This design comes from an exercise in tuning for small area and few clock cycles per item on the open sky130 flow, not from production work.
Function was checked by simulation only, so behaviour that the tests miss may differ from the original.
Power is estimated from default activity; no workload was simulated.

==> flow/design.v <==
module point_loader #(
  parameter int LEN    = 256,
  parameter int WORD   = 32,
  parameter int SETTLE = 2
) (
  input  logic            clk,
  input  logic            rst,
  input  logic [LEN-1:0]  p,
  input  logic            in_valid,
  output logic            in_ready,
  input  logic [WORD-1:0] in_data,
  output logic [LEN-1:0]  chk_x,
  output logic [LEN-1:0]  chk_y,
  input  logic            chk_valid,
  output logic            out_valid,
  input  logic            out_ready,
  output logic [LEN-1:0]  out_x,
  output logic [LEN-1:0]  out_y,
  output logic            out_on_curve,
  output logic            out_range_err
);
  localparam int NW   = LEN / WORD;         
  logic [2*LEN-1:0] buf_q;      
  logic [WORD-1:0]  hold;       
  logic [NW-1:0]    wsel;       
  logic             wy;         
  logic             full;       
  logic             shown;      
  logic             ge;         
  logic             x_err;
  logic             r_err;      
  logic             hand;       
  logic             free;       
  logic             xfer;
  logic [WORD-1:0]  pw;
  logic             ge_new;
  logic             first;      
  logic             last;       
  assign hand     = shown && out_ready;
  assign free     = !full || hand;
  assign first    = wsel[0] && !wy;
  assign last     = wsel[NW-1] && wy;
  assign in_ready = !rst && (free || first);
  assign xfer     = in_valid && in_ready;
  always_comb begin
    pw = '0;
    for (int i = 0; i < NW; i++) pw = pw | (p[i*WORD +: WORD] & {WORD{wsel[i]}});
  end
  assign ge_new = (in_data > pw) || ((in_data == pw) && (wsel[0] || ge));
  assign chk_x         = buf_q[LEN-1:0];
  assign chk_y         = buf_q[2*LEN-1:LEN];
  assign out_x         = buf_q[LEN-1:0];
  assign out_y         = buf_q[2*LEN-1:LEN];
  assign out_valid     = shown;
  assign out_range_err = r_err;
  assign out_on_curve  = chk_valid && !r_err;
  always_ff @(posedge clk) begin
    if (rst) begin
      wsel   <= NW'(1);
      wy     <= 1'b0;
      full   <= 1'b0;
      shown  <= 1'b0;
    end else begin
      if (hand) begin
        full   <= 1'b0;
        shown  <= 1'b0;
      end else if (full) begin
        shown <= 1'b1;
      end
      if (xfer) begin
        wsel <= {wsel[NW-2:0], wsel[NW-1]};
        if (wsel[NW-1]) wy <= !wy;
        if (last) full <= 1'b1;
      end
    end
  end
  always_ff @(posedge clk) begin
    if (xfer) begin
      ge <= ge_new;
      if (wsel[NW-1] && !wy) x_err <= ge_new;
      if (last) r_err <= x_err || ge_new;
    end
  end
  always_ff @(posedge clk) begin
    if (xfer && first) hold <= in_data;
  end
  always_ff @(posedge clk) begin
    if (free) buf_q[WORD-1:0] <= hold;
    if (xfer && free) buf_q[2*LEN-1:WORD] <= {in_data, buf_q[2*LEN-1:2*WORD]};
  end
endmodule
==> flow/flow/run.sh <==
#!/bin/bash
# Standard ORFS layout, with plain minimum-size buffers on the ports instead of the
# buffer cell buffer_ports picks by default.
set -euo pipefail
export BUFFER_PORTS_ARGS="-buffer_cell sky130_fd_sc_hd__buf_1"
bash standard.sh > standard.log 2>&1
==> flow/standard.sh <==
#!/bin/bash
# synth_recipe.tcl (not shown) runs the flow's synth.tcl, then flattens the netlist and writes it again
# the make line also repeats each setting of config.mk as NAME=value (left out here)
make -C /OpenROAD-flow-scripts/flow DESIGN_CONFIG=/design/flow/config.mk WORK_HOME=/design/flow/orfs CLKGATE_MAP_FILE= SYNTH_SCRIPT=/design/flow/synth_recipe.tcl "${@:-finish}"
==> flow/config.mk <==
export PLATFORM = sky130hd
export DESIGN_NAME = point_loader
export DESIGN_NICKNAME = point_loader
export VERILOG_FILES = /design/flow/design.v
export SDC_FILE = /design/flow/constraint.sdc
export NUM_CORES = 4
export LEC_CHECK = 0
export CAP_MARGIN = 20
export CORE_AREA = 10 10 420 420
export CTS_BUF_LIST = sky130_fd_sc_hd__clkbuf_8
export CTS_CLUSTER_DIAMETER = 40
export CTS_CLUSTER_SIZE = 14
export DIE_AREA = 0 0 430 430
export SLEW_MARGIN = 20
==> flow/constraint.sdc <==
create_clock -name core_clock -period 5.0 [get_ports {clk}]
set_input_delay 1.0000 -clock core_clock [delete_from_list [all_inputs] [get_ports {clk}]]
set_output_delay 1.0000 -clock core_clock [all_outputs]
set_load 0.01 [all_outputs]
==> results.cfg, run 1 <==
[clocking]
cts_tree = done
cts_made_buffers = 91
htree_levels = 3
ctsHoldBuffers = 0
cts_resized = 0
clockBufferDepth = 3
postCtsSetupBuffers = 0
clk_pin_slew_worst_paths_ns = 0.06
cts.sinks = 558
cts-root-buf = clkbuf_8
clock_latency_ns = 0.80

[timing]
period_needed_ns = 3.645
slew-limit-headroom_pct = 29.01
worstMarginPinSlew_ns = 1.065
hold_viol = 0
timing.final.crit_share_pct = 72.91
finalClockSkew_ns = 0.03868
timing.fmax_mhz = 274.3
setup_viol = 0
tns_ns = 0
hold_slack_ns = 0.4190
rsz0062_at_grt = false
final_max_slew_viol_count = 0

[route]
ant_nets = 0
drt_iter0_markers = 1813
drc_errors = 0
num_vias = 16700
wl_per_cell_um = 36.21
avgViaCountPerCell = 3.635
first_pass_iters = 5
routed_wl_um = 166400

[die]
rows = 150
die_w_um = 430
pin_count = 1321
start_util_pct = 13.64
die_h_um = 430
core-area_mm2 = 0.1672
die_area_mm2 = 0.1849

[synth]
synth_cells = 1392
synth_nets = 1717
async_reset_ff_share_pct = 0
synth.top_cell.area_share_pct = 71.99
ys_seq_area_share_pct = 72.96
synth_edf_count = 547
ys_types = 37
yosys.area.top_type = edfxtp_1
synth_area_per_cell_um2 = 16.39
ys_warn_count = 1
synthTopCellsByArea = edfxtp_1 72%, buf_4 17%, a22oi_1 4.2%
netlist_area_mm2 = 0.02282
ys_ff_latch = 558
ys.flop_type = edfxtp_1

[hold_path]
holdCritPathClass = flip-flop to flip-flop
hp-start = hold[17]$_DFFE_PP_

[worst_setup_path]
startpoint_type = flip-flop
path_class = flip-flop to output pin
r2r-start = wsel[0]$_SDFFE_PP1P_
crit_path_end_kind = output pin
required_ns = 4.00
crit_fanout = 17
worstPathArrival_ns = 2.65
startpoint = wsel[0]$_SDFFE_PP1P_

[pwr]
leakage_nw = 8.672
comb_power_share_pct = 8.9
switching_share_pct = 30.09
power_frac_clock_pct = 40.5
power-per-cell-area_mw_per_mm2 = 380.5
p_sw_mw = 3.316
pwr-share-seq_pct = 50.6
vdd_ir_drop_max_uv = 172.0
internal-power_mw = 7.702

[place]
place_inst = 4402
hpwlAfterDp_um = 145500
port_buffers = 1320
gp_congestion = 1.024
post_dp_cell_area_mm2 = 0.02689

[layout]
utilization_pct = 17.32
regArea_mm2 = 0.01665
multi_input_comb_area_mm2 = 0.002223
largest_reg_flops = 512
fin_cells = 4594
layout-drive-gt1-share_pct = 8.450
finalNetCount = 2616
reg.largest.list = buf_q x512, hold x32, wsel x8
regMostFlops = buf_q
layout_common_cells = 1,319 x buf_1, 547 x edfxtp_1, 128 x a22oi_1
layout_commonest_cell = buf_1
area_growth_pct = 26.92
final_area_mm2 = 0.02896
fill_cells = 18650

[global_route]
grt_pass1_vias = 16650
track_usage_pct = 17.09
grt_max_degree = 137
antenna_found_initial = 68
overflow = 0
grt_pass1_wl_um = 204100

[run_status]
outcome = finished clean

[flow_run]
maxCapViolations = 0
-- critical path: stages (launching register included) --
cell and delay (ns):
dfxtp_1 0.84, buf_4 0.40, nand2b_1 0.19, a21oi_4 0.19, buf_1 0.23
-- cell families (layout without fill, tap and decap cells) --
group,Yosys count,in the layout,share of synthesized area (%)
AO/OA/AOI/OAI,168,168,5.270
buffers and inverters,549,1524,17.47
XOR/XNOR,1,1,0.03839
adder cells (fa/ha/maj),32,32,1.755
AND/OR/NAND/NOR,84,84,2.506
flip-flops,558,558,72.96
other,0,23,0
-- through the flow --
step	power, mW	setup WS (ns)
after global placement	6.672	1.277
after global routing	11.44	1.223
final	11.02	1.355
after floorplan	6.108	-3.927
after CTS	11.20	1.210
after detailed placement	6.677	1.285
-- cell type report --
class	count	share of cell area, %
sequential	558	57.49
timing repair buffer	1352	18.13
tap	2204	9.523
multi-input combinational	285	7.678
clock buffer	92	4.373
clock inverter	77	2.575
antenna	23	0.1988
inverter	3	0.03889
-- final timing paths --
kind	cells past startpoint	endpoint	slack (ns)
worst min register to register	0	buf_q[17]$_DFFE_PN_	0.42
worst max register to register	9	ge$_DFFE_PP_	1.55
worst max-delay path	4	in_ready	1.35
worst min-delay path	0	buf_q[17]$_DFFE_PN_	0.42
-- routing by layer --
layer | wire, µm | global-route usage (%) | vias up | part of all wire [%]
li1 | - | - | 6556 | -
met1 | 56500 | 17.61 | 8595 | 34
met2 | 84690 | 30.44 | 1255 | 51
met3 | 18140 | 7.571 | 259 | 11
met4 | 6820 | 6.238 | 34 | 4.1
met5 | 213 | 0 | - | 0.13
-- synth_stat cells, drive strengths merged, types with 2 or more instances --
master	n
a21boi	2
nand3	3
nor3	3
nand4	6
dfxtp	11
a21o	4
buf	515
inv	3
nor4	2
clkbuf	31
nand2	15
nand2b	7
ha	32
nor2	6
nor2b	3
a22oi	128
a21oi	16
o21ai	10
edfxtp	547
and4	35
-- power by group through the flow --
| stage | Combinational, mW | Clock, mW | Sequential (mW) |
|---|---|---|---|
| final | 0.984 | 4.46 | 5.57 |
| after global routing | 1.04 | 4.82 | 5.58 |
| after CTS | 1.01 | 4.63 | 5.56 |
| after detailed placement | 1.01 | 0 | 5.67 |
| after global placement | 1.01 | 0 | 5.66 |
| after floorplan | 0.468 | 0 | 5.64 |
Testbench counts, summed over its fixed seeds: cycles 12,816, items 800.
==> inputs of run 2 (changes only) <==
--- a/flow/config.mk
+++ b/flow/config.mk
@@ -9,6 +9,6 @@
 export CORE_AREA = 10 10 420 420
 export CTS_BUF_LIST = sky130_fd_sc_hd__clkbuf_8
-export CTS_CLUSTER_DIAMETER = 40
-export CTS_CLUSTER_SIZE = 14
+export CTS_CLUSTER_DIAMETER = 35
+export CTS_CLUSTER_SIZE = 20
 export DIE_AREA = 0 0 430 430
 export SLEW_MARGIN = 20
==> results.cfg, run 2 <==
[synth]
ys_ff_latch = 558
async_reset_ff_share_pct = 0
netlist_area_mm2 = 0.02282
synth_nets = 1717
ys_types = 37
ys.flop_type = edfxtp_1
synth_edf_count = 547
ys_seq_area_share_pct = 72.96
ys_warn_count = 1
synth.top_cell.area_share_pct = 71.99
yosys.area.top_type = edfxtp_1
synth_area_per_cell_um2 = 16.39
synthTopCellsByArea = edfxtp_1 72%, buf_4 17%, a22oi_1 4.2%
yosysMostFrequentCell = edfxtp_1
netlist_top_cells_count = 547 x edfxtp_1, 512 x buf_4, 128 x a22oi_1
synth_cells = 1392

[hold_path]
holdCritPathClass = flip-flop to flip-flop

[timing]
rsz0062_at_grt = false
timing.final.crit_share_pct = 73.58
worstMarginPinSlew_ns = 1.029
finalClockSkew_ns = 0.03966
timing.fmax_mhz = 271.8
slew-limit-headroom_pct = 31.39
tns_ns = 0
final_max_slew_viol_count = 0
period_needed_ns = 3.679
hold_slack_ns = 0.4066
hold_viol = 0
setup_viol = 0

[clocking]
cts_resized = 0
postCtsSetupBuffers = 0
htree_levels = 3
cts-root-buf = clkbuf_8
cts_tree = done
ctsHoldBuffers = 0
clockBufferDepth = 3
clk_pin_slew_worst_paths_ns = 0.07
cts.sinks = 558
clock_latency_ns = 0.86
cts_made_buffers = 108

[pwr]
vdd_ir_drop_max_uv = 215.2
power-per-cell-area_mw_per_mm2 = 403.9
leakage_nw = 8.917

[die]
start_util_pct = 13.64
die_w_um = 430
die_h_um = 430
rows = 150
die_area_mm2 = 0.1849
pin_count = 1321
core-area_mm2 = 0.1672

[route]
routed_wl_um = 166700
drt_iter0_markers = 1957
num_vias = 16850
ant_nets = 0
avgViaCountPerCell = 3.643
drc_errors = 0
first_pass_iters = 5
wl_per_cell_um = 36.04

[global_route]
track_usage_pct = 17.11
grt_max_degree = 137
antenna_found_initial = 65
grt_pass1_vias = 16930
overflow = 0
grt_pass1_wl_um = 204600

[layout]
reg.largest.list = buf_q x512, hold x32, wsel x8
layout_common_cells = 1,319 x buf_1, 547 x edfxtp_1, 128 x a22oi_1
area_growth_pct = 29.24
multi_input_comb_area_mm2 = 0.002223
layout_commonest_cell = buf_1
finalNetCount = 2633
regArea_mm2 = 0.01665
largest_reg_flops = 512
layout-drive-gt1-share_pct = 9.908
fill_cells = 18620
regMostFlops = buf_q

[worst_setup_path]
path_class = flip-flop to output pin
worstPathArrival_ns = 2.68
crit_path_end_kind = output pin
startpoint_type = flip-flop
path_cells = buf_4, nand2b_1, a21oi_4, buf_1
slowest_delay_ns = 0.84
crit_fanout = 17
crit_slowest_cell = dfxtp_1
required_ns = 4.00
r2r_slack_ns = 1.56

[place]
port_buffers = 1320
gp_congestion = 1.024
hpwlAfterDp_um = 145500

[flow_run]
maxCapViolations = 0

[run_status]
outcome = finished clean
run 2: worst paths after layout:
check | startpoint | to | depth (start not counted)
worst max-delay path | wsel[0]$_SDFFE_PP1P_ | in_ready | 4
worst min-delay path | hold[10]$_DFFE_PP_ | buf_q[10]$_DFFE_PN_ | 0
worst max register to register | wsel[0]$_SDFFE_PP1P_ | ge$_DFFE_PP_ | 9
worst min register to register | hold[10]$_DFFE_PP_ | buf_q[10]$_DFFE_PN_ | 0
run 2: final cells by class:
class | count | area share, %
Tap cell | 2204 | 9.352
Antenna cell | 19 | 0.1612
Sequential cell | 558 | 56.45
Clock inverter | 96 | 3.615
Multi-Input combinational cell | 285 | 7.540
Clock buffer | 108 | 5.041
Timing Repair Buffer | 1352 | 17.80
Inverter | 3 | 0.03819
run 2: kinds of logic after synthesis:
group	Yosys count	share of synthesized area [%]
compound gates	168	5.270
fa+ha+maj	32	1.755
xor+xnor	1	0.03839
buf+inv	549	17.47
simple gates	84	2.506
flops	558	72.96
run 2: worst max-delay path: cells and delay by family (launching register included):
family                 cells  cell delay (ns)
AO/OA/AOI/OAI              1             0.19
AND/OR/NAND/NOR            1             0.19
buffers and inverters      2             0.63
flip-flops                 1             0.84
run 2: through the flow:
step | instances | util [%] | setup slack [ns] | power, mW | instance area [µm²]
2_1_floorplan | 1392 | - | -3.927 | 6.108 | 22850
3_3_place_gp | 4402 | 16.08 | 1.277 | 6.672 | 26890
3_5_place_dp | 4402 | 16.08 | 1.285 | 6.677 | 26890
4_1_cts | 4606 | 17.60 | 1.189 | 12.09 | 29440
5_1_grt | 4621 | 17.63 | 1.192 | 12.34 | 29480
6_report | 4625 | 17.63 | 1.321 | 11.91 | 29490
run 2: routing by layer:
| metal | track usage, % | vias to the layer above | part of all wire (%) |
|---|---|---|---|
| met4 | 6.288 | 34 | 4.0 |
| met5 | 0 | - | 0.14 |
| met1 | 17.57 | 8661 | 34 |
| met2 | 30.47 | 1286 | 51 |
| li1 | - | 6610 | - |
| met3 | 7.699 | 256 | 11 |
run 2: report_power, final:
group	internal (mW)	switching, mW	leakage (nW)	total [mW]
logic	0.259	0.724	2.38	0.983
clock network	2.80	2.55	1.28	5.35
registers	5.34	0.236	5.26	5.57
total	8.40	3.51	8.92	11.9
==> inputs of run 3 (changes only) <==
==> flow/config.mk (replaced) <==
export PLATFORM = sky130hd
export DESIGN_NAME = point_loader
export DESIGN_NICKNAME = point_loader
export VERILOG_FILES = /design/flow/design.v
export SDC_FILE = /design/flow/constraint.sdc
export NUM_CORES = 4
export LEC_CHECK = 0
export CAP_MARGIN = 10
export CORE_AREA = 10 10 420 420
export CTS_BUF_LIST = sky130_fd_sc_hd__clkbuf_2 sky130_fd_sc_hd__clkbuf_4 sky130_fd_sc_hd__clkbuf_8
export DIE_AREA = 0 0 430 430
export GPL_TIMING_DRIVEN = 0
export SLEW_MARGIN = 10
==> results.cfg, run 3 <==
[run_status]
outcome = finished clean

[clocking]
cts_resized = 0
cts.sinks = 558
cts_made_buffers = 106
clock_latency_ns = 0.83
cts_tree = done
ctsHoldBuffers = 0
clk_pin_slew_worst_paths_ns = 0.06
cts-root-buf = clkbuf_8
clockBufferDepth = 3
htree_levels = 3
postCtsSetupBuffers = 0

[timing]
slew-limit-headroom_pct = 28.97
timing.fmax_mhz = 228.7
final_max_slew_viol_count = 0
rsz0062_at_grt = false
timing.final.crit_share_pct = 87.44
hold_slack_ns = 0.4073
worstMarginPinSlew_ns = 1.065
setup_viol = 0
finalClockSkew_ns = 0.05852
hold_viol = 0
fin_ws_ns = 0.6279
period_needed_ns = 4.372

[worst_setup_path]
path_cells = clkbuf_1, clkbuf_1, a22oi_1, and4_1, ha_1, nand4_1, or4_4, or2_1, nor4_2, a21oi_1
crit_fanout = 10
required_ns = 5.54
slowest_delay_ns = 0.73
crit_family = simple AND/OR/NAND/NOR gates
path_buf_inv = 2
crit_slowest_cell = clkbuf_1
cpMostUsedCell = clkbuf_1
startpoint_type = flip-flop
crit_path_end_kind = flip-flop
worstPathArrival_ns = 4.92
path_class = flip-flop to flip-flop

[synth]
ys_ff_latch = 558
yosys.area.top_type = edfxtp_1
ys_seq_area_share_pct = 72.96
async_reset_ff_share_pct = 0
netlist_area_mm2 = 0.02282
synth.top_cell.area_share_pct = 71.99
synth_cells = 1392
synth_edf_count = 547
netlist_top_cells_count = 547 x edfxtp_1, 512 x buf_4, 128 x a22oi_1
synth_nets = 1717
ys_types = 37
yosysMostFrequentCell = edfxtp_1
synth_area_per_cell_um2 = 16.39
ys.flop_type = edfxtp_1
ys_warn_count = 1
synthTopCellsByArea = edfxtp_1 72%, buf_4 17%, a22oi_1 4.2%

[layout]
area_growth_pct = 45.77
layout_common_cells = 1,320 x buf_1, 547 x edfxtp_1, 512 x buf_4
regMostFlops = buf_q
finalNetCount = 3166
largest_reg_flops = 512
layout-drive-gt1-share_pct = 24.74
reg.largest.list = buf_q x512, hold x32, wsel x8
layout_commonest_cell = buf_1
final_area_mm2 = 0.03326

[pwr]
internal-power_mw = 8.262
power.total_mw = 11.42
comb_power_share_pct = 10.6
vdd_ir_drop_max_uv = 160.5
pwr-share-seq_pct = 48.8
leakage_nw = 11.29
power-per-cell-area_mw_per_mm2 = 343.2
p_sw_mw = 3.154
power_frac_clock_pct = 40.6
switching_share_pct = 27.63

[global_route]
overflow = 0
grt_max_degree = 32
grt_pass1_wl_um = 214800
grt_pass1_vias = 19020
use_met3_pct = 6.170
met2_usage_pct = 31.26
grt.busiest_layer = met2
track_usage_pct = 17.81
grtUsageMet1_pct = 18.64
antenna_found_initial = 73

[route]
drc_errors = 0
first_pass_iters = 5
routed_wl_um = 172900
ant_nets = 0
wl_per_cell_um = 33.47
num_vias = 18570
avgViaCountPerCell = 3.594
drt_iter0_markers = 1555

[die]
pin_count = 1321
core-area_mm2 = 0.1672
die_area_mm2 = 0.1849
die_h_um = 430
start_util_pct = 13.64
die_w_um = 430
rows = 150

[flow_run]
maxCapViolations = 0

[place]
place_ws_ns = 0.6579
gp_congestion = 1.096
hpwlAfterDp_um = 152100
port_buffers = 1320
post_dp_cell_area_mm2 = 0.03103

[hold_path]
holdCritPathClass = flip-flop to flip-flop
## run 3: final timing paths
path                                           start                   to  slack (ns)  depth (start not counted)
worst min register to register    hold[26]$_DFFE_PP_  buf_q[26]$_DFFE_PN_        0.41                          0
worst max-delay path            wsel[7]$_SDFFE_PP0P_      r_err$_DFFE_PP_        0.63                         10
worst min-delay path              hold[26]$_DFFE_PP_  buf_q[26]$_DFFE_PN_        0.41                          0
worst max register to register  wsel[7]$_SDFFE_PP0P_      r_err$_DFFE_PP_        0.63                         10
## run 3: layer usage
layer | vias up | part of all wire (%)
met5 | - | 0.042
met4 | 10 | 5.8
met3 | 283 | 8.6
met2 | 1157 | 50
met1 | 9443 | 35
li1 | 7676 | -
## run 3: cells by family after synthesis
kind of cell,synth area share (%)
adder cells (fa/ha/maj),1.755
XOR/XNOR,0.03839
AO/OA/AOI/OAI,5.270
AND/OR/NAND/NOR,2.506
buffers and inverters,17.47
flip-flops,72.96
## run 3: cell type report
class / instances / area [µm²]
sequential: 558 / 16650
multi-input combinational: 285 / 2223
fill: 18440 / 134000
timing repair buffer: 1341 / 5413
buffer: 546 / 3975
antenna: 35 / 87.58
clock buffer: 135 / 1683
inverter: 3 / 11.26
clock inverter: 59 / 462.9
tap: 2204 / 2758
## run 3: metrics by stage
| step | utilization (%) | setup TNS [ns] | instances |
|---|---|---|---|
| floorplan | - | -1885.02 | 1392 |
| global placement | 18.28 | -3847.08 | 4916 |
| detailed placement | 18.55 | 0 | 4937 |
| CTS | 19.84 | 0 | 5131 |
| global route | 19.88 | 0 | 5157 |
| finish | 19.89 | 0 | 5166 |
## run 3: power by group through the flow
stage / combinational [mW] / clock [mW] / sequential [mW]
CTS: 1.23 / 4.85 / 5.57
finish: 1.20 / 4.64 / 5.57
global route: 1.28 / 5.06 / 5.58
floorplan: 0.468 / 0 / 5.64
global placement: 1.18 / 0 / 5.73
detailed placement: 1.23 / 0 / 5.66
## run 3: worst reg2reg max path, delay by kind of cell, from the launching register on
kind	cells	cell delay (ns)
DFF	1	0.33
and+or+nand+nor	5	1.63
AOI/OAI and AO/OA	2	0.57
buffers and inverters	2	1.23
adders and majority gates	1	0.32
==> inputs of run 4 (changes only) <==
==> flow/flow/run.sh (replaced) <==
#!/bin/bash
# Standard ORFS layout, with plain minimum-size buffers on the ports instead of the
# buffer cell buffer_ports picks by default, and a clock tree without dummy loads.
set -euo pipefail
export BUFFER_PORTS_ARGS="-buffer_cell sky130_fd_sc_hd__buf_1"
export CTS_ARGS="-sink_clustering_enable -repair_clock_nets -dont_use_dummy_load -buf_list {sky130_fd_sc_hd__clkbuf_2 sky130_fd_sc_hd__clkbuf_4 sky130_fd_sc_hd__clkbuf_8}"
bash standard.sh > standard.log 2>&1
--- a/flow/config.mk
+++ b/flow/config.mk
@@ -6,8 +6,7 @@
 export NUM_CORES = 4
 export LEC_CHECK = 0
-export CAP_MARGIN = 10
+export CAP_MARGIN = 20
 export CORE_AREA = 10 10 420 420
 export CTS_BUF_LIST = sky130_fd_sc_hd__clkbuf_2 sky130_fd_sc_hd__clkbuf_4 sky130_fd_sc_hd__clkbuf_8
 export DIE_AREA = 0 0 430 430
-export GPL_TIMING_DRIVEN = 0
-export SLEW_MARGIN = 10
+export SLEW_MARGIN = 20
==> results.cfg, run 4 <==
[run_status]
outcome = finished clean

[place]
post_dp_cell_area_mm2 = 0.02689
place_inst = 4402
port_buffers = 1320
hpwlAfterDp_um = 145500
gp_congestion = 1.024

[route]
avgViaCountPerCell = 3.681
wl_met3_um = 18270
first_pass_iters = 5
routed_wl_um = 166500
wl_per_cell_um = 36.84
drt_iter0_markers = 1931
highest_layer = met5
m1WireLength_um = 56530
num_vias = 16640
drc_errors = 0
ant_nets = 0
wl_met2_um = 84210

[synth]
synth_area_per_cell_um2 = 16.39
synth_edf_count = 547
ys_types = 37
synth_nets = 1717
synthTopCellsByArea = edfxtp_1 72%, buf_4 17%, a22oi_1 4.2%
netlist_area_mm2 = 0.02282
ys_seq_area_share_pct = 72.96
netlist_top_cells_count = 547 x edfxtp_1, 512 x buf_4, 128 x a22oi_1
ys.flop_type = edfxtp_1
synth.top_cell.area_share_pct = 71.99
async_reset_ff_share_pct = 0
yosysMostFrequentCell = edfxtp_1
ys_warn_count = 1
ys_ff_latch = 558
synth_cells = 1392
yosys.area.top_type = edfxtp_1

[worst_setup_path]
crit_path_end_kind = output pin
worstPathArrival_ns = 2.70
required_ns = 4.00
startpoint_type = flip-flop
path_class = flip-flop to output pin
crit_fanout = 17

[global_route]
overflow = 0
grt_pass1_wl_um = 204100
grt_pass1_vias = 16570
antenna_found_initial = 69
track_usage_pct = 17.12
grt_max_degree = 137

[clocking]
ctsHoldBuffers = 0
cts.sinks = 558
clk_pin_slew_worst_paths_ns = 0.06
cts_resized = 0
postCtsSetupBuffers = 0
clockBufferDepth = 3
cts-root-buf = clkbuf_8
cts_made_buffers = 98
cts_tree = done
clock_latency_ns = 0.83
htree_levels = 3

[hold_path]
holdCritPathClass = flip-flop to flip-flop

[die]
core-area_mm2 = 0.1672
start_util_pct = 13.64
rows = 150
die_h_um = 430
die_area_mm2 = 0.1849
pin_count = 1321
die_w_um = 430

[flow_run]
maxCapViolations = 0

[pwr]
vdd_ir_drop_max_uv = 164.7
pwr-share-seq_pct = 55.3
switching_share_pct = 27.57
power-per-cell-area_mw_per_mm2 = 356.9
internal-power_mw = 7.312
p_sw_mw = 2.783
leakage_nw = 8.341
comb_power_share_pct = 9.7
power_frac_clock_pct = 35.0

[layout]
area_growth_pct = 23.99
fin_cells = 4521
largest_reg_flops = 512
final_area_mm2 = 0.02829
finalNetCount = 2623
layout_common_cells = 1,319 x buf_1, 547 x edfxtp_1, 128 x a22oi_1
reg.largest.list = buf_q x512, hold x32, wsel x8
regMostFlops = buf_q
layout-drive-gt1-share_pct = 6.185
layout_commonest_cell = buf_1

[timing]
rsz0062_at_grt = false
worstMarginPinSlew_ns = 1.035
period_needed_ns = 3.698
final_max_slew_viol_count = 0
timing.fmax_mhz = 270.4
timing.final.crit_share_pct = 73.96
setup_viol = 0
hold_viol = 0
slew-limit-headroom_pct = 30.99
finalClockSkew_ns = 0.1006
==> run 4: cell counts after synthesis <==
No cell type changed its count.
==> run 4: stage by stage <==
step | power, mW | util [%] | TNS, ns | hold slack (ns) | worst slack [ns]
after floorplan | 6.108 | - | -1885.02 | 0.4003 | -3.927
after global placement | 6.672 | 16.08 | 0 | 0.4025 | 1.277
after detailed placement | 6.677 | 16.08 | 0 | 0.4045 | 1.285
after CTS | 10.30 | 16.89 | 0 | 0.3164 | 1.160
after global routing | 10.51 | 16.91 | 0 | 0.3617 | 1.169
final | 10.10 | 16.92 | 0 | 0.3512 | 1.302
==> run 4: final timing paths <==
check / start / end / slack [ns] / cells after the start
max: wsel[0]$_SDFFE_PP1P_ / in_ready / 1.30 / 4
min: hold[26]$_DFFE_PP_ / buf_q[26]$_DFFE_PN_ / 0.35 / 0
max reg2reg: wsel[0]$_SDFFE_PP1P_ / ge$_DFFE_PP_ / 1.53 / 9
min reg2reg: hold[26]$_DFFE_PP_ / buf_q[26]$_DFFE_PN_ / 0.35 / 0
==> run 4: layout make-up <==
class / instances / area (µm²)
antenna: 21 / 52.55
clock buffer: 98 / 1349
fill: 18670 / 138900
inverter: 3 / 11.26
multi-input combinational: 285 / 2223
sequential: 558 / 16650
tap: 2204 / 2758
timing repair buffer: 1352 / 5249
==> run 4: cell families (layout without fill, tap and decap cells) <==
family / count (synthesis) / count (layout) / share of synthesized area (%)
buffers and inverters: 549 / 1453 / 17.47
XOR/XNOR: 1 / 1 / 0.03839
AO/OA/AOI/OAI: 168 / 168 / 5.270
other: 0 / 21 / 0
AND/OR/NAND/NOR: 84 / 84 / 2.506
adder cells (fa/ha/maj): 32 / 32 / 1.755
flip-flops: 558 / 558 / 72.96
==> run 4: per-layer routing <==
layer	vias to the layer above	GRT usage, %
li1	6472	-
met5	-	0
met2	1304	30.23
met1	8557	17.73
met3	266	7.522
met4	42	6.684
==> run 4: worst max-delay path, cell delays in order, from the launching register on <==
cell      delay (ns)
dfxtp_1         0.85
buf_4           0.40
nand2b_1        0.19
a21oi_4         0.19
buf_1           0.23
==> run 4: power by group through the flow <==
stage                     clock [mW]  sequential (mW)  combinational (mW)
after global routing            3.88             5.59                1.04
after detailed placement           0             5.67                1.01
final                           3.53             5.58               0.979
after CTS                       3.72             5.57                1.01
after global placement             0             5.66                1.01
after floorplan                    0             5.64               0.468
==> inputs of run 5 (changes only) <==
--- a/flow/config.mk
+++ b/flow/config.mk
@@ -7,6 +7,6 @@
 export LEC_CHECK = 0
 export CAP_MARGIN = 20
-export CORE_AREA = 10 10 420 420
+export CORE_AREA = 10 10 380 380
 export CTS_BUF_LIST = sky130_fd_sc_hd__clkbuf_2 sky130_fd_sc_hd__clkbuf_4 sky130_fd_sc_hd__clkbuf_8
-export DIE_AREA = 0 0 430 430
+export DIE_AREA = 0 0 390 390
 export SLEW_MARGIN = 20
==> results.cfg, run 5 <==
[place]
place_inst = 3970
hpwlAfterDp_um = 132300
post_dp_cell_area_mm2 = 0.02633
port_buffers = 1320
gp_congestion = 0.9947

[route]
num_vias = 16900
avgViaCountPerCell = 4.121
routed_wl_um = 152900
drc_errors = 0
first_pass_iters = 5
drt_iter0_markers = 1967
wl_per_cell_um = 37.29
ant_nets = 0

[global_route]
overflow = 0
grt_pass1_vias = 16770
grt_pass1_wl_um = 187800
track_usage_pct = 18.85
antenna_found_initial = 64
grt_max_degree = 141

[synth]
yosysMostFrequentCell = edfxtp_1
netlist_area_mm2 = 0.02282
ys_warn_count = 1
synth_area_per_cell_um2 = 16.39
ys_ff_latch = 558
synth_cells = 1392
synth_nets = 1717
yosys.area.top_type = edfxtp_1
netlist_top_cells_count = 547 x edfxtp_1, 512 x buf_4, 128 x a22oi_1
async_reset_ff_share_pct = 0
ys_seq_area_share_pct = 72.96
ys.flop_type = edfxtp_1
synth.top_cell.area_share_pct = 71.99
synthTopCellsByArea = edfxtp_1 72%, buf_4 17%, a22oi_1 4.2%
ys_types = 37
synth_edf_count = 547

[layout]
finalNetCount = 2619
largest_reg_flops = 512
layout_common_cells = 1,320 x buf_1, 547 x edfxtp_1, 128 x a22oi_1
area_growth_pct = 21.92
fill_cells = 14810
regMostFlops = buf_q
multi_input_comb_area_mm2 = 0.002223
layout_commonest_cell = buf_1
fin_cells = 4100
final_area_mm2 = 0.02782
layout-drive-gt1-share_pct = 6.283
regArea_mm2 = 0.01665
reg.largest.list = buf_q x512, hold x32, wsel x8

[timing]
rsz0062_at_grt = false
timing.fmax_mhz = 264.8
finalClockSkew_ns = 0.09978
period_needed_ns = 3.777
slew-limit-headroom_pct = 34.17
final_max_slew_viol_count = 0
timing.final.crit_share_pct = 75.54
hold_viol = 0
setup_viol = 0
worstMarginPinSlew_ns = 0.9874

[clocking]
cts_made_buffers = 103
cts-root-buf = clkbuf_8
htree_levels = 3
postCtsSetupBuffers = 0
ctsHoldBuffers = 0
clockBufferDepth = 3
cts.sinks = 558
clk_pin_slew_worst_paths_ns = 0.06
cts_resized = 0
clock_latency_ns = 0.77
cts_tree = done

[pwr]
power-per-cell-area_mw_per_mm2 = 364.1
switching_share_pct = 26.97
pwr-share-seq_pct = 54.9
internal-power_mw = 7.396
power_frac_clock_pct = 35.6
comb_power_share_pct = 9.5
p_sw_mw = 2.731
vdd_ir_drop_max_uv = 258.2
leakage_nw = 8.338

[hold_path]
holdCritPathClass = flip-flop to flip-flop
min_path_cells = 0
holdPathEnd = buf_q[10]$_DFFE_PN_
hp-start = hold[10]$_DFFE_PP_

[die]
die_area_mm2 = 0.1521
start_util_pct = 16.80
die_h_um = 390
die_w_um = 390
core-area_mm2 = 0.1358
pin_count = 1321
rows = 135

[worst_setup_path]
worstPathArrival_ns = 4.27
crit_path_end_kind = flip-flop
crit_fanout = 26
path_class = flip-flop to flip-flop
r2r_cells = 8
required_ns = 5.50
r2r-start = wsel[1]$_SDFFE_PP0P_
startpoint_type = flip-flop
reg2reg_to = ge$_DFFE_PP_
r2r_slack_ns = 1.22

[flow_run]
maxCapViolations = 0

[run_status]
outcome = finished clean
run 5: cell count changes in the layout (fill, tap and decap cells not counted), sizes merged:
cell,delta
buf,-9
diode,+6
clkbuf,+5
run 5: layer usage:
metal	track usage [%]	part of all wire, %	up-vias
li1	-	-	6472
met1	21.68	37	8756
met2	31.32	47	1396
met3	8.184	12	264
met4	6.034	4.0	10
met5	0	0.052	-
run 5: power by group through the flow:
| stage | Combinational [mW] | Sequential, mW | Clock (mW) |
|---|---|---|---|
| floorplan | 0.468 | 5.64 | 0 |
| global placement | 0.973 | 5.63 | 0 |
| detailed placement | 0.971 | 5.64 | 0 |
| CTS | 0.975 | 5.55 | 3.75 |
| global route | 1.01 | 5.57 | 3.92 |
| finish | 0.961 | 5.56 | 3.61 |
run 5: final cells by class:
class | instances | area share (%)
Multi-Input combinational cell | 285 | 7.993
Clock buffer | 103 | 5.096
Tap cell | 1781 | 8.011
Timing Repair Buffer | 1343 | 18.75
Antenna cell | 27 | 0.2429
Inverter | 3 | 0.04048
Sequential cell | 558 | 59.87
run 5: cells by family after synthesis:
group                      after synthesis  share of synthesized area [%]
xor gates and xnor gates                 1                        0.03839
buffers and inverters                  549                          17.47
and+or+nand+nor                         84                          2.506
AOI/OAI and AO/OA                      168                          5.270
DFF                                    558                          72.96
adders and majority gates               32                          1.755
run 5: worst max-delay path, stage by stage, from the launching register on:
cell and delay (ns):
dfxtp_2 0.95, a22oi_1 0.48, and4_1 0.33, ha_1 0.31
nand4_2 0.23, or4_4 0.65, or2_1 0.28, nor3_1 0.17
a21oi_1 0.09
run 5: worst max path at each step:
stage / slack (ns) / to / from / cells after the start
after floorplan: -3.93 / buf_q[100]$_DFFE_PP_ / out_ready / 4
after global placement: 0.90 / r_err$_DFFE_PP_ / p[79] / 9
after detailed placement: 1.02 / x_err$_DFFE_PP_ / p[79] / 9
after CTS: 1.25 / ge$_DFFE_PP_ / wsel[3]$_SDFFE_PP0P_ / 8
after global routing: 1.21 / ge$_DFFE_PP_ / wsel[3]$_SDFFE_PP0P_ / 8
final: 1.22 / ge$_DFFE_PP_ / wsel[1]$_SDFFE_PP0P_ / 8
run 5: stage by stage:
stage          hold slack [ns]  utilization [%]  setup slack (ns)  total power [mW]  setup TNS (ns)
2_1_floorplan           0.4003                -            -3.927             6.108        -1885.02
3_3_place_gp            0.4027            19.38            0.9018             6.608               0
3_5_place_dp            0.4045            19.39             1.024             6.616               0
4_1_cts                 0.3898            20.43             1.252             10.28               0
5_1_grt                 0.4064            20.46             1.206             10.51               0
6_report                0.3894            20.48             1.223             10.13               0
==> inputs of run 6 (changes only) <==
==> flow/flow/run.sh (replaced) <==
#!/bin/bash
# Standard ORFS layout, with plain minimum-size buffers on the ports instead of the
# buffer cell buffer_ports picks by default, and a clock tree without dummy loads.
set -euo pipefail
export BUFFER_PORTS_ARGS="-buffer_cell sky130_fd_sc_hd__buf_1"
export CTS_ARGS="-sink_clustering_enable -repair_clock_nets -dont_use_dummy_load -buf_list sky130_fd_sc_hd__clkbuf_4 -sink_clustering_size 8 -sink_clustering_max_diameter 50"
bash standard.sh > standard.log 2>&1
==> flow/config.mk (replaced) <==
export PLATFORM = sky130hd
export DESIGN_NAME = point_loader
export DESIGN_NICKNAME = point_loader
export VERILOG_FILES = /design/flow/design.v
export SDC_FILE = /design/flow/constraint.sdc
export NUM_CORES = 4
export LEC_CHECK = 0
export CAP_MARGIN = 20
export CORE_AREA = 10 10 420 420
export CTS_BUF_LIST = sky130_fd_sc_hd__clkbuf_4
export CTS_CLUSTER_DIAMETER = 50
export CTS_CLUSTER_SIZE = 8
export DIE_AREA = 0 0 430 430
export SLEW_MARGIN = 20
==> results.cfg, run 6 <==
[run_status]
outcome = finished clean

[route]
ant_nets = 0
wl_per_cell_um = 36.78
avgViaCountPerCell = 3.644
drt_iter0_markers = 1871
drc_errors = 0
routed_wl_um = 165800
first_pass_iters = 5
num_vias = 16430

[timing]
timing.final.crit_share_pct = 76.97
period_needed_ns = 3.849
hold_viol = 0
slew-limit-headroom_pct = 30.93
rsz0062_at_grt = false
timing.fmax_mhz = 259.8
setup_viol = 0
finalClockSkew_ns = 0.06581
final_max_slew_viol_count = 0
worstMarginPinSlew_ns = 1.036

[clocking]
ctsHoldBuffers = 0
cts_made_buffers = 88
postCtsSetupBuffers = 0
htree_levels = 3
clockBufferDepth = 3
cts.sinks = 558
clock_latency_ns = 0.99
cts_resized = 0
clk_pin_slew_worst_paths_ns = 0.06
cts_tree = done
cts-root-buf = clkbuf_4

[worst_setup_path]
required_ns = 4.00
slowest_delay_ns = 0.85
path_class = flip-flop to output pin
r2r_slack_ns = 1.51
crit_path_end_kind = output pin
reg2reg_to = ge$_DFFE_PP_
crit_family = flip-flops
crit_fanout = 17
worstPathArrival_ns = 2.85
crit_slowest_cell = dfxtp_1
startpoint_type = flip-flop
path_cells = buf_4, nand2b_1, a21oi_4, buf_1
path_buf_inv = 2
r2r_cells = 9
r2r-start = wsel[0]$_SDFFE_PP1P_

[synth]
synth_compound_gate_area_share_pct = 5.270
synth-simple-area-share_pct = 2.506
synthTopCellsByArea = edfxtp_1 72%, buf_4 17%, a22oi_1 4.2%
ys_ff_latch = 558
synthXorXnorAreaFrac_pct = 0.03839
yosys.area.top_type = edfxtp_1
ys.flop_type = edfxtp_1
ys_warn_count = 1
netlist_top_cells_count = 547 x edfxtp_1, 512 x buf_4, 128 x a22oi_1
synthAdderAreaFrac_pct = 1.755
synth_area_per_cell_um2 = 16.39
synth_mux_area_share_pct = 0
synth_edf_count = 547
synth_top_family_by_area = buffers and inverters
ys_types = 37
synth_nets = 1717
ys_seq_area_share_pct = 72.96
async_reset_ff_share_pct = 0
yosysMostFrequentCell = edfxtp_1
netlist_area_mm2 = 0.02282
synth.top_cell.area_share_pct = 71.99
synth_cells = 1392

[flow_run]
maxCapViolations = 0

[global_route]
grt_pass1_wl_um = 203100
track_usage_pct = 17.03
grt_pass1_vias = 16470
antenna_found_initial = 63
grt_max_degree = 137
overflow = 0

[pwr]
switching_share_pct = 28.88
power-per-cell-area_mw_per_mm2 = 325.6
power_frac_clock_pct = 27.1
internal-power_mw = 6.390
vdd_ir_drop_max_uv = 138.3
pwr-share-seq_pct = 62.0
leakage_nw = 8.041
comb_power_share_pct = 10.9
p_sw_mw = 2.595

[layout]
reg.largest.list = buf_q x512, hold x32, wsel x8
final_area_mm2 = 0.02759
largest_reg_flops = 512
layout_common_cells = 1,319 x buf_1, 547 x edfxtp_1, 128 x a22oi_1
finalNetCount = 2613
layout-drive-gt1-share_pct = 5.774
regMostFlops = buf_q
fin_cells = 4508
layout_commonest_cell = buf_1
area_growth_pct = 20.94

[die]
core-area_mm2 = 0.1672
rows = 150
die_w_um = 430
die_area_mm2 = 0.1849
pin_count = 1321
start_util_pct = 13.64
die_h_um = 430

[place]
gp_congestion = 1.024
hpwlAfterDp_um = 145500
port_buffers = 1320
place_inst = 4402
post_dp_cell_area_mm2 = 0.02689

[hold_path]
min_path_cells = 2
hp-start = out_ready
holdCritPathClass = primary input to flip-flop
holdPathEnd = shown$_SDFFE_PP0P_
[run 6: how the worst max path moves through the flow]
stage               cells after the start                 start  slack (ns)                    to
floorplan                               4             out_ready       -3.93  buf_q[100]$_DFFE_PP_
global placement                        9                p[249]        1.28          ge$_DFFE_PP_
detailed placement                      9                 p[55]        1.29          ge$_DFFE_PP_
CTS                                     4  wsel[0]$_SDFFE_PP1P_        0.95              in_ready
global route                            4  wsel[0]$_SDFFE_PP1P_        0.99              in_ready
finish                                  4  wsel[0]$_SDFFE_PP1P_        1.15              in_ready
[run 6: kinds of logic (layout without fill, tap and decap cells)]
| logic type | count (synthesis) | after routing |
|---|---|---|
| AO/OA/AOI/OAI | 168 | 168 |
| flip-flops | 558 | 558 |
| other | 0 | 18 |
| XOR/XNOR | 1 | 1 |
| adder cells (fa/ha/maj) | 32 | 32 |
| buffers and inverters | 549 | 1443 |
| AND/OR/NAND/NOR | 84 | 84 |
[run 6: through the flow]
stage	hold slack [ns]	util (%)	worst slack, ns	setup TNS, ns	total power, mW
4_1_cts	0.1031	16.47	0.9465	0	9.156
6_report	0.3389	16.50	1.151	0	8.985
3_3_place_gp	0.4025	16.08	1.277	0	6.672
5_1_grt	0.1791	16.49	0.9933	0	9.369
2_1_floorplan	0.4003	-	-3.927	-1885.02	6.108
3_5_place_dp	0.4045	16.08	1.285	0	6.677
[run 6: cell type report]
cell class                      count  area [µm²]
Multi-Input combinational cell    285        2223
Tap cell                         2204        2758
Antenna cell                       18       45.04
Clock buffer                       88       660.6
Inverter                            3       11.26
Timing Repair Buffer             1352        5249
Sequential cell                   558       16650
Fill cell                       18730      139600
[run 6: per-layer routing]
metal | part of all wire (%) | vias to the layer above | track usage, %
li1 | - | 6473 | -
met4 | 4.6 | 34 | 7.370
met3 | 11 | 234 | 7.460
met5 | 0.13 | - | 0
met2 | 50 | 1232 | 29.79
met1 | 34 | 8455 | 17.61
[run 6: power by group through the flow]
| stage | registers (mW) | logic, mW | clock network (mW) |
|---|---|---|---|
| after detailed placement | 5.67 | 1.01 | 0 |
| after global placement | 5.66 | 1.01 | 0 |
| final | 5.57 | 0.983 | 2.43 |
| after floorplan | 5.64 | 0.468 | 0 |
| after global routing | 5.58 | 1.04 | 2.75 |
| after CTS | 5.56 | 1.01 | 2.58 |
==> inputs of run 7 (changes only) <==
--- a/flow/config.mk
+++ b/flow/config.mk
@@ -6,5 +6,5 @@
 export NUM_CORES = 4
 export LEC_CHECK = 0
-export CAP_MARGIN = 20
+export CAP_MARGIN = 5
 export CORE_AREA = 10 10 420 420
 export CTS_BUF_LIST = sky130_fd_sc_hd__clkbuf_4
@@ -12,3 +12,3 @@
 export CTS_CLUSTER_SIZE = 8
 export DIE_AREA = 0 0 430 430
-export SLEW_MARGIN = 20
+export SLEW_MARGIN = 5
==> results.cfg, run 7 <==
[timing]
rsz0062_at_grt = false
timing.final.crit_share_pct = 76.97
slew-limit-headroom_pct = 30.93
timing.fmax_mhz = 259.8
fin_ws_ns = 1.151
setup_viol = 0
finalClockSkew_ns = 0.06581
hold_viol = 0
worstMarginPinSlew_ns = 1.036
final_max_slew_viol_count = 0
period_needed_ns = 3.849
tns_ns = 0

[clocking]
postCtsSetupBuffers = 0
cts_tree = done
cts_resized = 0
ctsHoldBuffers = 0
cts-root-buf = clkbuf_4
cts.sinks = 558
clockBufferDepth = 3
htree_levels = 3
clk_pin_slew_worst_paths_ns = 0.06
clock_latency_ns = 0.99
cts_made_buffers = 88

[pwr]
comb_power_share_pct = 10.9
internal-power_mw = 6.390
pwr-share-seq_pct = 62.0
vdd_ir_drop_max_uv = 138.3
power_frac_clock_pct = 27.1
leakage_nw = 8.041
power.total_mw = 8.985
p_sw_mw = 2.595
power-per-cell-area_mw_per_mm2 = 325.6
switching_share_pct = 28.88

[route]
wl_per_cell_um = 36.78
drc_errors = 0
ant_nets = 0
highest_layer = met5
first_pass_iters = 5
wl_met3_um = 17980
num_vias = 16430
avgViaCountPerCell = 3.644
routed_wl_um = 165800
m1WireLength_um = 56640
wl_met2_um = 83310
drt_iter0_markers = 1871

[place]
place_ws_ns = 1.285
hpwlAfterDp_um = 145500
port_buffers = 1320
post_dp_cell_area_mm2 = 0.02689
gp_congestion = 1.024

[global_route]
grt_pass1_vias = 16470
grt_max_degree = 137
antenna_found_initial = 63
overflow = 0
grt_pass1_wl_um = 203100
track_usage_pct = 17.03

[die]
core-area_mm2 = 0.1672
die_h_um = 430
die_w_um = 430
start_util_pct = 13.64
pin_count = 1321
rows = 150
die_area_mm2 = 0.1849

[worst_setup_path]
worstPathArrival_ns = 2.85
required_ns = 4.00
startpoint_type = flip-flop
crit_path_end_kind = output pin
path_class = flip-flop to output pin
crit_fanout = 17

[layout]
regMostFlops = buf_q
finalNetCount = 2613
area_growth_pct = 20.94
largest_reg_flops = 512
reg.largest.list = buf_q x512, hold x32, wsel x8
layout_common_cells = 1,319 x buf_1, 547 x edfxtp_1, 128 x a22oi_1
layout_commonest_cell = buf_1
utilization_pct = 16.50
layout-drive-gt1-share_pct = 5.774
final_area_mm2 = 0.02759

[run_status]
outcome = finished clean

[synth]
netlist_area_mm2 = 0.02282
ys_types = 37
ys_seq_area_share_pct = 72.96
synthTopCellsByArea = edfxtp_1 72%, buf_4 17%, a22oi_1 4.2%
synth.top_cell.area_share_pct = 71.99
yosys.area.top_type = edfxtp_1
ys.flop_type = edfxtp_1
async_reset_ff_share_pct = 0
synth_cells = 1392
synth_nets = 1717
synth_area_per_cell_um2 = 16.39
netlist_top_cells_count = 547 x edfxtp_1, 512 x buf_4, 128 x a22oi_1
yosysMostFrequentCell = edfxtp_1
ys_ff_latch = 558
ys_warn_count = 1
synth_edf_count = 547

[hold_path]
holdCritPathClass = primary input to flip-flop

[flow_run]
maxCapViolations = 0
==> run 7: cell counts after synthesis <==
Identical to the previous run, type by type.
==> run 7: kinds of logic after synthesis <==
group,Yosys count,share of synthesized area [%]
AOI/OAI and AO/OA,168,5.270
xor gates and xnor gates,1,0.03839
adders and majority gates,32,1.755
buffers and inverters,549,17.47
DFF,558,72.96
and+or+nand+nor,84,2.506
==> run 7: path summary, 6_finish.rpt <==
kind                                       endpoint  slack [ns]  depth (start not counted)                 start
worst max-delay path                       in_ready        1.15                          4  wsel[0]$_SDFFE_PP1P_
worst min-delay path             shown$_SDFFE_PP0P_        0.34                          2             out_ready
worst max register to register         ge$_DFFE_PP_        1.51                          9  wsel[0]$_SDFFE_PP1P_
worst min register to register  buf_q[10]$_DFFE_PN_        0.37                          0    hold[10]$_DFFE_PP_
==> run 7: metal layers <==
metal,vias to the layer above,track usage [%]
li1,6473,-
met1,8455,17.61
met2,1232,29.79
met3,234,7.460
met4,34,7.370
met5,-,0
==> run 7: power by group through the flow <==
stage / clock [mW] / combinational (mW) / sequential, mW
2_1_floorplan: 0 / 0.468 / 5.64
3_3_place_gp: 0 / 1.01 / 5.66
3_5_place_dp: 0 / 1.01 / 5.67
4_1_cts: 2.58 / 1.01 / 5.56
5_1_grt: 2.75 / 1.04 / 5.58
6_report: 2.43 / 0.983 / 5.57
==> run 7: area by class of cell <==
cell class,count,area (µm²)
Antenna cell,18,45.04
Clock buffer,88,660.6
Fill cell,18730,139600
Inverter,3,11.26
Multi-Input combinational cell,285,2223
Sequential cell,558,16650
Tap cell,2204,2758
Timing Repair Buffer,1352,5249
==> run 7: stage by stage <==
step,hold slack (ns),instances
after global routing,0.1791,4504
after global placement,0.4025,4402
after floorplan,0.4003,1392
final,0.3389,4508
after CTS,0.1031,4490
after detailed placement,0.4045,4402
==> run 7: worst max-delay path, cell delays in order (launching register included) <==
cell      delay [ns]
dfxtp_1         0.85
buf_4           0.40
nand2b_1        0.19
a21oi_4         0.19
buf_1           0.23

==> port drivers added, routing unchanged <==
In the flow no input, the clock included, has a driving cell. The finished layouts below were timed again as built, in two steps. Step 1 sets driving cells, clkbuf_16 on the clock port and buf_2 on the other inputs (assumed; they add their load-dependent delay and slew). Step 2 also shifts input and output timing later by t, the mid clock arrival at the registers, as if the neighbouring blocks saw the same clock. Three values: ideal ports, drivers, drivers and shift; two values: the first two.
run	shift t [ns]	slack for setup (ns)	hold WS [ns]
run 1	0.866	1.355 / 1.271 / 1.296	0.419 / 0.419 / 0.419
run 2	0.914	1.321 / 1.237 / 1.251	0.407 / 0.407 / 0.407
run 3	0.885	0.628 / 0.628 / 0.628	0.407 / 0.407 / 0.407
run 4	0.865	1.302 / 1.215 / 1.325	0.351 / 0.351 / 0.351
run 5	0.812	1.223 / 1.223 / 1.100	0.389 / 0.389 / 0.389
run 6	1.032	1.151 / 1.067 / 1.238	0.339 / 0.313 / 0.372
run 7	1.032	1.151 / 1.067 / 1.238	0.339 / 0.313 / 0.372
After both steps setup and hold are still met in every run listed. For run 5, which loses most, drivers alone change the setup slack by 0.000 ns; drivers and shift together by -0.123 ns.
